This design comes from an exercise in tuning for small area on the open sky130 flow, not from production work.
Function was not checked in any run shown here: the RTL went through the layout flow alone.
Power and IR drop assume default switching activity.

===== flow/run.sh =====
#!/bin/bash
# synth_recipe.tcl (not shown) runs the flow's synth.tcl, then flattens the netlist and writes it again
# the make line also repeats each setting of config.mk as NAME=value (left out here)
make -C /OpenROAD-flow-scripts/flow DESIGN_CONFIG=/design/flow/config.mk WORK_HOME=/design/flow/orfs CLKGATE_MAP_FILE= SYNTH_SCRIPT=/design/flow/synth_recipe.tcl finish

===== flow/constraint.sdc =====
create_clock -name core_clock -period 6.5 [get_ports {clk}]
set_input_delay 1.3000 -clock core_clock [delete_from_list [all_inputs] [get_ports {clk}]]
set_output_delay 1.3000 -clock core_clock [all_outputs]
set_load 0.01 [all_outputs]

===== flow/design.v =====
package tspes_pkg;
    localparam int PACKET_BYTES = 188;
    localparam int FIFO_DEPTH   = 5;
endpackage
import tspes_pkg::*;
module tspes_beat_fifo
(
    input  logic        clk,
    input  logic        rst_n,
    input  logic        push,
    input  logic [7:0]  din,
    input  logic        pop,
    input  logic        show,
    output logic [7:0]  head,
    output logic [2:0]  count
);
    logic [7:0] mem_reg [1:FIFO_DEPTH];
    logic [2:0] count_reg;
    assign count = count_reg;
    always_comb
    begin
        head = '0;
        for (int i = 1; i <= FIFO_DEPTH; i++)
            head = head | ({8{show && count_reg == 3'(i)}} & mem_reg[i]);
    end
    always_ff @(posedge clk)
    begin
        if (push)
        begin
            mem_reg[1] <= din;
            for (int i = 2; i <= FIFO_DEPTH; i++)
                mem_reg[i] <= mem_reg[i-1];
        end
    end
    always_ff @(posedge clk or negedge rst_n)
    begin
        if (!rst_n)
            count_reg <= '0;
        else
            count_reg <= count_reg + 3'(push) - 3'(pop);
    end
endmodule
import tspes_pkg::*;
module ts_pes_reassembler_core
(
    input  logic                clk,
    input  logic                rst_n,
    input  logic                ts_valid,
    output logic                ts_stall,
    input  logic [7:0]   ts_byte,
    output logic                pes_valid,
    input  logic                pes_stall,
    output logic [7:0]   pes_byte,
    output logic                pes_end,
    output logic [7:0]   pes_stream_id,
    output logic [15:0]         pes_total_length
);
    logic [7:0]  pos_reg;       
    logic        open_reg;      
    logic [15:0] left_reg;      
    logic        cand_reg;      
    logic [1:0]  pfx_reg;       
    logic [7:0]  sid_reg;
    logic [15:0] tot_reg;
    logic        accept, taking, owed, hold, push, pop, show, deliver;
    logic [7:0]  head;
    logic [15:0] left_flip;
    logic        load_hi, load_lo;
    logic [2:0]  count;
    assign taking = open_reg && (left_reg != '0);
    assign owed   = open_reg && (left_reg == '0);
    assign hold   = cand_reg && (pos_reg == 8'd8 || (pos_reg == 8'd9 && !ts_valid));
    assign ts_stall = ((count == 3'(FIFO_DEPTH)) && (pes_stall || pfx_reg != '0))
                   || ((pos_reg == 8'd7) && owed);
    assign accept   = ts_valid && !ts_stall;
    assign push = accept && ((cand_reg && pos_reg >= 8'd7 && pos_reg <= 8'd9)
                             || (taking && pos_reg >= 8'd4));
    always_ff @(posedge clk)
    begin
        if (accept)
        begin
            if (pos_reg == 8'd4)
                cand_reg <= !taking && (ts_byte == 8'h00);
            else if (pos_reg == 8'd5)
                cand_reg <= cand_reg && (ts_byte == 8'h00);
            else if (pos_reg == 8'd6)
                cand_reg <= cand_reg && (ts_byte == 8'h01);
            else if (pos_reg == 8'd9)
                cand_reg <= 1'b0;
            if (cand_reg && pos_reg == 8'd7)
                sid_reg <= ts_byte;
            if (cand_reg && pos_reg == 8'd9)
                tot_reg <= {left_reg[15:8], ts_byte} + 16'd6;
        end
    end
    always_comb
    begin
        logic t;
        t = accept && taking && (pos_reg >= 8'd4);
        for (int i = 0; i < 16; i++)
        begin
            left_flip[i] = t;
            t = t && !left_reg[i];
        end
    end
    assign load_hi = accept && cand_reg && (pos_reg == 8'd8);
    assign load_lo = accept && cand_reg && (pos_reg == 8'd9);
    always_ff @(posedge clk)
    begin
        left_reg[15:8] <= load_hi ? ts_byte : (left_reg[15:8] ^ left_flip[15:8]);
        left_reg[7:0]  <= load_lo ? ts_byte : (left_reg[7:0] ^ left_flip[7:0]);
    end
    always_ff @(posedge clk or negedge rst_n)
    begin
        if (!rst_n)
        begin
            pos_reg  <= '0;
            open_reg <= 1'b0;
            pfx_reg  <= '0;
        end
        else
        begin
            if (accept)
                pos_reg <= (pos_reg == 8'(PACKET_BYTES - 1)) ? '0 : pos_reg + 8'd1;
            if (accept && cand_reg && pos_reg == 8'd9)
                open_reg <= 1'b1;
            else if (pes_end && !pes_stall)
                open_reg <= 1'b0;
            if (accept && cand_reg && pos_reg == 8'd7)
                pfx_reg <= 2'd3;
            else if (pfx_reg != '0 && deliver)
                pfx_reg <= pfx_reg - 2'd1;
        end
    end
    assign show    = (pfx_reg == '0);
    assign deliver = pes_valid && !pes_stall;
    assign pop     = show && (count != '0) && !pes_stall;
    tspes_beat_fifo u_fifo
    (
        .clk   (clk),
        .rst_n (rst_n),
        .push  (push),
        .din   (ts_byte),
        .pop   (pop),
        .show  (show),
        .head  (head),
        .count (count)
    );
    assign pes_valid        = show ? (count != '0) : !hold;
    assign pes_byte         = {head[7:1], head[0] || pfx_reg == 2'd1};
    assign pes_end          = owed && (count == 3'd1);
    assign pes_stream_id    = pes_end ? sid_reg : 8'd0;
    assign pes_total_length = pes_end ? tot_reg : 16'd0;
endmodule

===== flow/config.mk =====
export PLATFORM = sky130hd
export DESIGN_NAME = ts_pes_reassembler_core
export DESIGN_NICKNAME = ts_pes_reassembler_core
export VERILOG_FILES = /design/flow/design.v
export SDC_FILE = /design/flow/constraint.sdc
export NUM_CORES = 4
export LEC_CHECK = 0
export CAP_MARGIN = 20
export CELL_PAD_IN_SITES_DETAIL_PLACEMENT = 1
export CELL_PAD_IN_SITES_GLOBAL_PLACEMENT = 2
export CORE_MARGIN = 2
export CORE_UTILIZATION = 30
export PLACE_DENSITY = 0.5
export SLEW_MARGIN = 20

==> key figures, run 1 <==
Outcome
  – Status: complete, no violations

Synth
  – Post-synth EDFFs: 65
  – FF+latch count, synth: 95
  – Syn_area_per_cell: around 12 µm²
  – Synth area leaders: edfxtp_1, dfrtp_1, dfxtp_1, ha_1, mux2i_1
  – Area leader, netlist: edfxtp_1
  – Sequential fraction of the synthesis area: 0.564
  – Mapped Nets: about 430
  – Dominant synthesized flop cell: edfxtp_1
  – Commonest cells in the netlist: edfxtp_1, inv_1, and2_1
  – Mapped Area: 0.00465 mm²
  – Cells after synthesis: 389
  – YS warnings: 3
  – Ys async rst share: 0.147
  – Distinct cells, synth: 57
  – Count leader, synth: edfxtp_1
  – Post-synth top area share: 0.420

Global routing
  – Gr ovfl total: 0
  – Largest net degree at the start of global routing: 41
  – Total GRT Usage: 0.149
  – Initial antenna violation count: 0
  – First-pass GRT wire length: 18700 µm
  – Vias in the first global route: 3246

Route
  – Antenna Nets Post-Route: 0
  – Via density: 4.92
  – Wirelength per Cell: 18.2 µm
  – Drc violations: 0
  – Total number of vias: 3107
  – Total routed wirelength: 11500 µm
  – DRT Pass-1 Iters: 4
  – Starting DRT DRC Count: 122

Critical path
  – Critical Path End: left_reg[15]
  – Worst r2r src: pos_reg[6]
  – Worst-path maximum fanout: 7
  – Critical path launch point type: input pin
  – Worst setup EP type: flip-flop
  – Worst reg-to-reg setup slack: between 1.5 and 2 ns
  – Critical Path Start: pes_stall
  – Arrival time worst endpoint: 5.54 ns
  – Setup CP Type: in -> reg
  – RR Endpoint: left_reg[15]
  – Reg2reg path depth: 20
  – Critical Path RT: 6.72 ns

Job
  – Max-Cap Viols: 0

Power
  – Cell Pwr Density: 321 mW/mm²
  – Static Leak: 2.21 nW
  – Max VDD drop: between 0.1 and 0.15 mV

Die
  – Die ar.: 0.0165 mm²
  – Die Wd: 129 µm
  – Num rows: 45
  – Initial Utilization: 0.306
  – CORE AREA: 0.0152 mm²
  – Die Ht: 129 µm
  – I/O pin total: 47

Placement
  – Post-DP Area: approximately 0.0053 mm²
  – Global placement routability congestion: 0.721
  – PortBufs: 46
  – Half-perimeter wire length after placement: 8450 µm
  – Pre-CTS setup slack: about 0.8 ns
  – Inst Count DP: 616

Clock network
  – H-tree Lvls: 3
  – Postcts setup bufs: 0
  – Hold-fix buffers, CTS: 0
  – CTS sink cnt: 95
  – Post-CTS sizing: 0
  – Clock root cell: clkbuf_16
  – Worst-Skew Late Latency: 0.34 ns
  – CTS tree: built
  – Max clock buf depth: 2
  – CTS buffer count: 9
  – Clk slew on worst S/H paths: 0.07 ns

Finish
  – Core Util, Final: 0.371
  – Layout cells sized above 1: 0.0766
  – Antenna diodes: 0
  – Final instance area: 0.00565 mm²
  – Layout net count: 477
  – Layout area overhead: 21.4%
  – Flip-flop count of the largest register after layout: 40
  – Final cell count without fillers: 632

STA
  – RSZ-0062 raised after global routing: false
  – Period minus WS final: 5.32 ns
  – Worst Slack Setup Final: 1.18 ns
  – Max frequency: 188 MHz
  – Fin. max-slew vios: 0
  – Period utilization: 0.818
  – Final setup violation count: 0
  – Clock skew: 0.00764 ns
  – Slew @ Worst Pin: 0.861 ns
  – Setup TNS: 0 ns
  – Hold Vio Cnt, Final: 0
  – Tightest slew margin relative to the limit: 0.426

Min path
  – Hold_sp: u_fifo.mem_reg[2][0]
  – Hold Crit Class: reg -> reg
-- stage by stage --
step / hold slack (ns) / total power (W)
after detailed placement: 0.436 / 0.00129
after CTS: 0.453 / 0.00185
after global placement: 0.428 / 0.00129
after global routing: 0.453 / 0.00194
final: 0.450 / 0.00181
after floorplan: 0.418 / 0.00112
-- critical path, stage by stage --
cell and delay (ns):
clkdlybuf4s50_1 0.50, and2b_1 0.27, o21ai_1 0.37, nor2_1 0.09, ha_1 0.22, ha_1 0.19, ha_1 0.18, ha_1 0.19
ha_1 0.18, ha_1 0.18, ha_1 0.17, ha_1 0.18, ha_1 0.19, ha_1 0.19, ha_1 0.18, ha_1 0.19
ha_1 0.18, ha_1 0.18, ha_1 0.19, xnor2_1 0.13, mux2i_1 0.08
-- worst min path at each step --
stage,end,slack (ns),cells after the start
detailed placement,u_fifo.mem_reg[2][7],0.44,0
floorplan,u_fifo.mem_reg[3][0],0.42,0
global route,u_fifo.mem_reg[4][1],0.45,0
finish,u_fifo.mem_reg[3][0],0.45,0
global placement,u_fifo.mem_reg[5][7],0.43,0
CTS,u_fifo.mem_reg[4][1],0.45,0
-- report_power, final --
part / leakage, nW / internal, W / switching [W]
sequential: 0.874 / 0.000707 / 0.0000867
combinational: 1.19 / 0.000208 / 0.000267
clock: 0.146 / 0.000303 / 0.000241
total: 2.21 / 0.00122 / 0.000594
-- layer usage --
| metal | track usage | wire length (µm) |
|---|---|---|
| met3 | 0.0241 | 376 |
| met2 | 0.235 | 5340 |
| met1 | 0.209 | 5610 |
| met4 | 0.0518 | 150 |
| met5 | 0 | 0 |
-- layout by cell type, fill, tap and decap left out, types with 3 or more instances in the layout --
master / count
edfxtp_1: 65
clkdlybuf4s50_1: 46
inv_1: 32
and2_1: 26
ha_1: 25
nand2_1: 23
a21oi_1: 22
mux2i_1: 17
nor3_1: 16
dfxtp_1: 16
xnor2_1: 15
dfrtp_1: 14
nand4_1: 9
nand3_1: 9
clkbuf_16: 9
nor2_1: 8
nor2b_1: 7
and3_1: 7
o21ai_0: 6
o221ai_1: 5
buf_4: 5
nor4_2: 4
o211ai_1: 4
and4_1: 3
-- cell families after synthesis --
family	after synthesis	synth area share
multiplexers	19	0.0414
AO/OA/AOI/OAI	62	0.0941
buffers and inverters	44	0.0377
AND/OR/NAND/NOR	126	0.159
XOR/XNOR	17	0.0320
adder cells (fa/ha/maj)	26	0.0715
flip-flops	95	0.564
-- layout make-up --
type / count / area [µm²]
clock buffer: 9 / 225
clock inverter: 7 / 78.8
fill: 1635 / 9560
inverter: 32 / 120
multi-input combinational: 250 / 1870
sequential: 95 / 2620
tap: 188 / 235
timing repair buffer: 51 / 498
==> inputs of run 2 (changes only) <==
--- a/flow/config.mk
+++ b/flow/config.mk
@@ -11,4 +11,5 @@
 export CORE_MARGIN = 2
-export CORE_UTILIZATION = 30
-export PLACE_DENSITY = 0.5
+export CORE_UTILIZATION = 60
+export CTS_BUF_LIST = sky130_fd_sc_hd__clkbuf_4
+export PLACE_DENSITY = 0.7
 export SLEW_MARGIN = 20
==> key figures, run 2 <==
Synth
  – Post-synth top area share: 0.420 (unchanged)
  – Cells after synthesis: 389 (unchanged)
  – Count leader, synth: edfxtp_1 (unchanged)
  – Simple-Gate Fraction of Synth Area: 0.159 (unchanged)
  – Mux cell area share after synthesis: 0.0414 (unchanged)
  – Adder-cell share of the synthesized area: 0.0715 (unchanged)
  – FF+latch count, synth: 95 (unchanged)
  – Synth area leaders: edfxtp_1, dfrtp_1, dfxtp_1, ha_1, mux2i_1 (unchanged)
  – Distinct cells, synth: 57 (unchanged)
  – Dominant synthesized flop cell: edfxtp_1 (unchanged)
  – Largest family of logic cells by synthesized area: simple AND/OR/NAND/NOR gates (unchanged)
  – Mapped Nets: 427 (unchanged)
  – Post-synth EDFFs: 65 (unchanged)
  – YS warnings: 3 (unchanged)
  – Mapped Area: 0.00465 mm² (unchanged)
  – Ys async rst share: 0.147 (unchanged)
  – Xor and xnor fraction of the mapped netlist area: 0.0320 (unchanged)
  – Compound-Gate Fraction of Synth Area: 0.0941 (unchanged)
  – Area leader, netlist: edfxtp_1 (unchanged)
  – Syn_area_per_cell: 12.0 µm² (unchanged)
  – Commonest cells in the netlist: edfxtp_1, inv_1, and2_1 (unchanged)
  – Sequential fraction of the synthesis area: 0.564 (unchanged)

Die
  – Die Wd: 92.1 µm (was 129 µm)
  – Initial Utilization: 0.612 (was 0.306)
  – I/O pin total: 47 (unchanged)
  – Die Ht: 92.1 µm (was 129 µm)
  – Num rows: 32 (was 45)

Placement
  – PortBufs: 46 (unchanged)

Outcome
  – Status: did not finish (was complete, no violations)
  – Tool error: [ERROR GPL-0301] Utilization 104.635 % exceeds 100%.
  – Exit stage: global placement (3_3_place_gp)
## run 2: cell counts after synthesis
No cell type changed its count.
## run 2: kinds of logic after synthesis
logic type,Yosys count
buffers and inverters,44
multiplexers,19
AND/OR/NAND/NOR,126
AO/OA/AOI/OAI,62
XOR/XNOR,17
adder cells (fa/ha/maj),26
flip-flops,95
==> inputs of run 3 (changes only) <==
--- a/flow/config.mk
+++ b/flow/config.mk
@@ -8,8 +8,8 @@
 export CAP_MARGIN = 20
-export CELL_PAD_IN_SITES_DETAIL_PLACEMENT = 1
-export CELL_PAD_IN_SITES_GLOBAL_PLACEMENT = 2
+export CELL_PAD_IN_SITES_DETAIL_PLACEMENT = 0
+export CELL_PAD_IN_SITES_GLOBAL_PLACEMENT = 0
 export CORE_MARGIN = 2
 export CORE_UTILIZATION = 60
-export CTS_BUF_LIST = sky130_fd_sc_hd__clkbuf_4
-export PLACE_DENSITY = 0.7
+export CTS_BUF_LIST = sky130_fd_sc_hd__clkbuf_8
+export PLACE_DENSITY = 0.75
 export SLEW_MARGIN = 20
==> key figures, run 3 <==
Clock network
  – Max clock buf depth: 2
  – Hold-fix buffers, CTS: 0
  – CTS buffer count: 9
  – Postcts setup bufs: 0
  – Clock root cell: clkbuf_8
  – Post-CTS sizing: 0
  – H-tree Lvls: 3
  – Clk slew on worst S/H paths: 0.10 ns
  – CTS sink cnt: 95
  – CTS tree: built
  – Worst-Skew Late Latency: 0.36 ns

Route
  – Starting DRT DRC Count: 167
  – Total number of vias: 3106
  – Drc violations: 0
  – Via density: 5.71
  – DRT Pass-1 Iters: 6
  – Wirelength per Cell: between 15 and 20 µm
  – Total routed wirelength: 9180 µm
  – Antenna Nets Post-Route: 0

Placement
  – Global placement routability congestion: between 0.8 and 0.9
  – Half-perimeter wire length after placement: roughly 6600 µm
  – PortBufs: 46 (unchanged)
  – Pre-CTS setup slack: 0.835 ns

Synth
  – Count leader, synth: edfxtp_1 (unchanged)
  – Post-synth EDFFs: 65 (unchanged)
  – YS warnings: 3 (unchanged)
  – Commonest cells in the netlist: edfxtp_1, inv_1, and2_1 (unchanged)
  – Dominant synthesized flop cell: edfxtp_1 (unchanged)
  – Area leader, netlist: edfxtp_1 (unchanged)
  – Ys async rst share: 0.147 (unchanged)
  – Syn_area_per_cell: 12.0 µm² (unchanged)
  – Sequential fraction of the synthesis area: 0.564 (unchanged)
  – Synth area leaders: edfxtp_1, dfrtp_1, dfxtp_1, ha_1, mux2i_1 (unchanged)
  – FF+latch count, synth: 95 (unchanged)
  – Mapped Area: 0.00465 mm² (unchanged)
  – Cells after synthesis: 389 (unchanged)
  – Post-synth top area share: 0.420 (unchanged)
  – Mapped Nets: 427 (unchanged)
  – Distinct cells, synth: 57 (unchanged)

Critical path
  – Setup CP Type: in -> reg
  – Reg2reg path depth: 20
  – Arrival time worst endpoint: 5.55 ns
  – RR Endpoint: left_reg[15]
  – Critical path launch point type: input pin
  – Critical Path Start: pes_stall
  – Worst setup EP type: flip-flop
  – Critical Path RT: 6.74 ns
  – Worst r2r src: pos_reg[6]
  – Critical Path End: left_reg[15]
  – Worst-path maximum fanout: 7
  – Worst reg-to-reg setup slack: 1.54 ns

Finish
  – Layout net count: 475
  – Layout cells sized above 1: 0.0701
  – Flip-flop count of the largest register after layout: 40
  – Antenna diodes: 0
  – Layout area overhead: 16.5%
  – Area occupied by multi-input gates: 0.00187 mm²
  – Most common cell after layout, fill and taps aside: edfxtp_1
  – # fillers: 562
  – Commonest cells after routing, fill and taps aside: edfxtp_1, clkdlybuf4s50_1, inv_1, and2_1, ha_1
  – Seq. cell area: 0.00262 mm²

STA
  – Fin. max-slew vios: 0
  – Period minus WS final: 5.31 ns
  – Final setup violation count: 0
  – Clock skew: 0.0134 ns
  – Tightest slew margin relative to the limit: 0.497
  – Slew @ Worst Pin: around 0.75 ns
  – Hold Vio Cnt, Final: 0
  – Max frequency: 188 MHz
  – Worst Slack Setup Final: 1.19 ns
  – Setup TNS: 0 ns
  – RSZ-0062 raised after global routing: false
  – Period utilization: 0.816

Power
  – Cell Pwr Density: 302 mW/mm²
  – Max VDD drop: 0.196 mV
  – Static Leak: between 2 and 2.5 nW

Outcome
  – Status: complete, no violations (was did not finish)

Global routing
  – Initial antenna violation count: 0
  – Total GRT Usage: 0.228
  – Gr ovfl total: 0
  – Vias in the first global route: 2969
  – First-pass GRT wire length: 14900 µm
  – Largest net degree at the start of global routing: 41

Min path
  – Hold Crit Class: reg -> reg

Job
  – Max-Cap Viols: 0

Die
  – CORE AREA: between 0.007 and 0.008 mm²
  – Die ar.: 0.00847 mm²
  – Num rows: 32 (unchanged)
  – Die Wd: 92.1 µm (unchanged)
  – I/O pin total: 47 (unchanged)
  – Initial Utilization: 0.612 (unchanged)
  – Die Ht: 92.1 µm (unchanged)
run 3: cell type report:
cell class | count | area share
flip-flops and latches | 95 | 0.484
multi-input cells | 250 | 0.345
repair buffers | 49 | 0.0891
well taps | 102 | 0.0235
clock buffers | 9 | 0.0228
inverters | 32 | 0.0222
clock inverters | 7 | 0.0134
run 3: power breakdown:
group	internal (W)	switching (W)	leakage [nW]
sequential	0.000706	0.0000820	0.874
combinational	0.000203	0.000254	1.19
clock	0.000180	0.000211	0.103
run 3: cell families after synthesis:
group                      Yosys count  synth area share
adders and majority gates           26            0.0715
muxes                               19            0.0414
DFF                                 95             0.564
xor gates and xnor gates            17            0.0320
buffers and inverters               44            0.0377
AOI/OAI and AO/OA                   62            0.0941
and+or+nand+nor                    126             0.159
run 3: per-layer routing:
metal,up-vias,track usage,share of wire
li1,1524,-,-
met2,64,0.366,0.49
met4,0,0.0883,0.014
met5,-,0,0
met3,14,0.0247,0.034
met1,1504,0.321,0.46
run 3: how the worst min path moves through the flow:
stage                                    start                   end  cells past startpoint
final                     u_fifo.mem_reg[2][0]  u_fifo.mem_reg[3][0]                      0
after global routing      u_fifo.mem_reg[1][2]  u_fifo.mem_reg[2][2]                      0
after CTS                 u_fifo.mem_reg[2][0]  u_fifo.mem_reg[3][0]                      0
after detailed placement  u_fifo.mem_reg[2][0]  u_fifo.mem_reg[3][0]                      0
after global placement    u_fifo.mem_reg[2][0]  u_fifo.mem_reg[3][0]                      0
after floorplan           u_fifo.mem_reg[2][0]  u_fifo.mem_reg[3][0]                      0
run 3: per-stage QoR:
step                std cells  power, W  instance area (µm²)  utilization  hold slack (ns)
floorplan                 389   0.00112                 4650            -            0.418
global placement          528   0.00124                 5220        0.686            0.429
detailed placement        528   0.00126                 5220        0.686            0.429
CTS                       544   0.00164                 5420        0.712            0.453
global route              544   0.00172                 5420        0.713            0.459
finish                    544   0.00164                 5420        0.713            0.456
run 3: critical path, cell delays in order:
cell             delay [ns]
clkdlybuf4s50_1        0.50
and2b_1                0.27
o21ai_1                0.36
nor2_1                 0.08
ha_1                   0.21
ha_1                   0.19
ha_1                   0.19
ha_1                   0.18
ha_1                   0.18
ha_1                   0.18
ha_1                   0.18
ha_1                   0.19
ha_1                   0.19
ha_1                   0.19
ha_1                   0.19
ha_1                   0.18
ha_1                   0.18
ha_1                   0.18
ha_1                   0.19
xnor2_1                0.15
mux2i_1                0.09

separate check: timing with driven ports:
Ports are ideal in the flow. The routed layouts listed here were re-timed in OpenROAD. Step 1: set_driving_cell puts a clkbuf_16 on clk and a buf_2 on each other input, an assumption about the parent block. Step 2 times the ports against the registers' clock, not the clock port: input delays grow and output delays shrink by t, the midpoint of the rising clock arrivals with the driver on. a / b / c = no drivers / after step 1 / after step 2; a / b = the first two.
run	t (ns)	setup slack, ns	worst hold slack (ns)	worst setup path after step 2	latest minus earliest clock arrival (ns)
run 1	0.380	1.181 / 1.195 / 0.815	0.450 / 0.450 / 0.450	input to register	0.008 / 0.008
run 3	0.390	1.194 / 1.203 / 0.813	0.456 / 0.456 / 0.456	input to register	0.013 / 0.013
After both steps setup and hold are still met in every run listed. The setup slack of run 3, which loses most, moves by +0.009 ns with the drivers and by -0.381 ns with both steps.
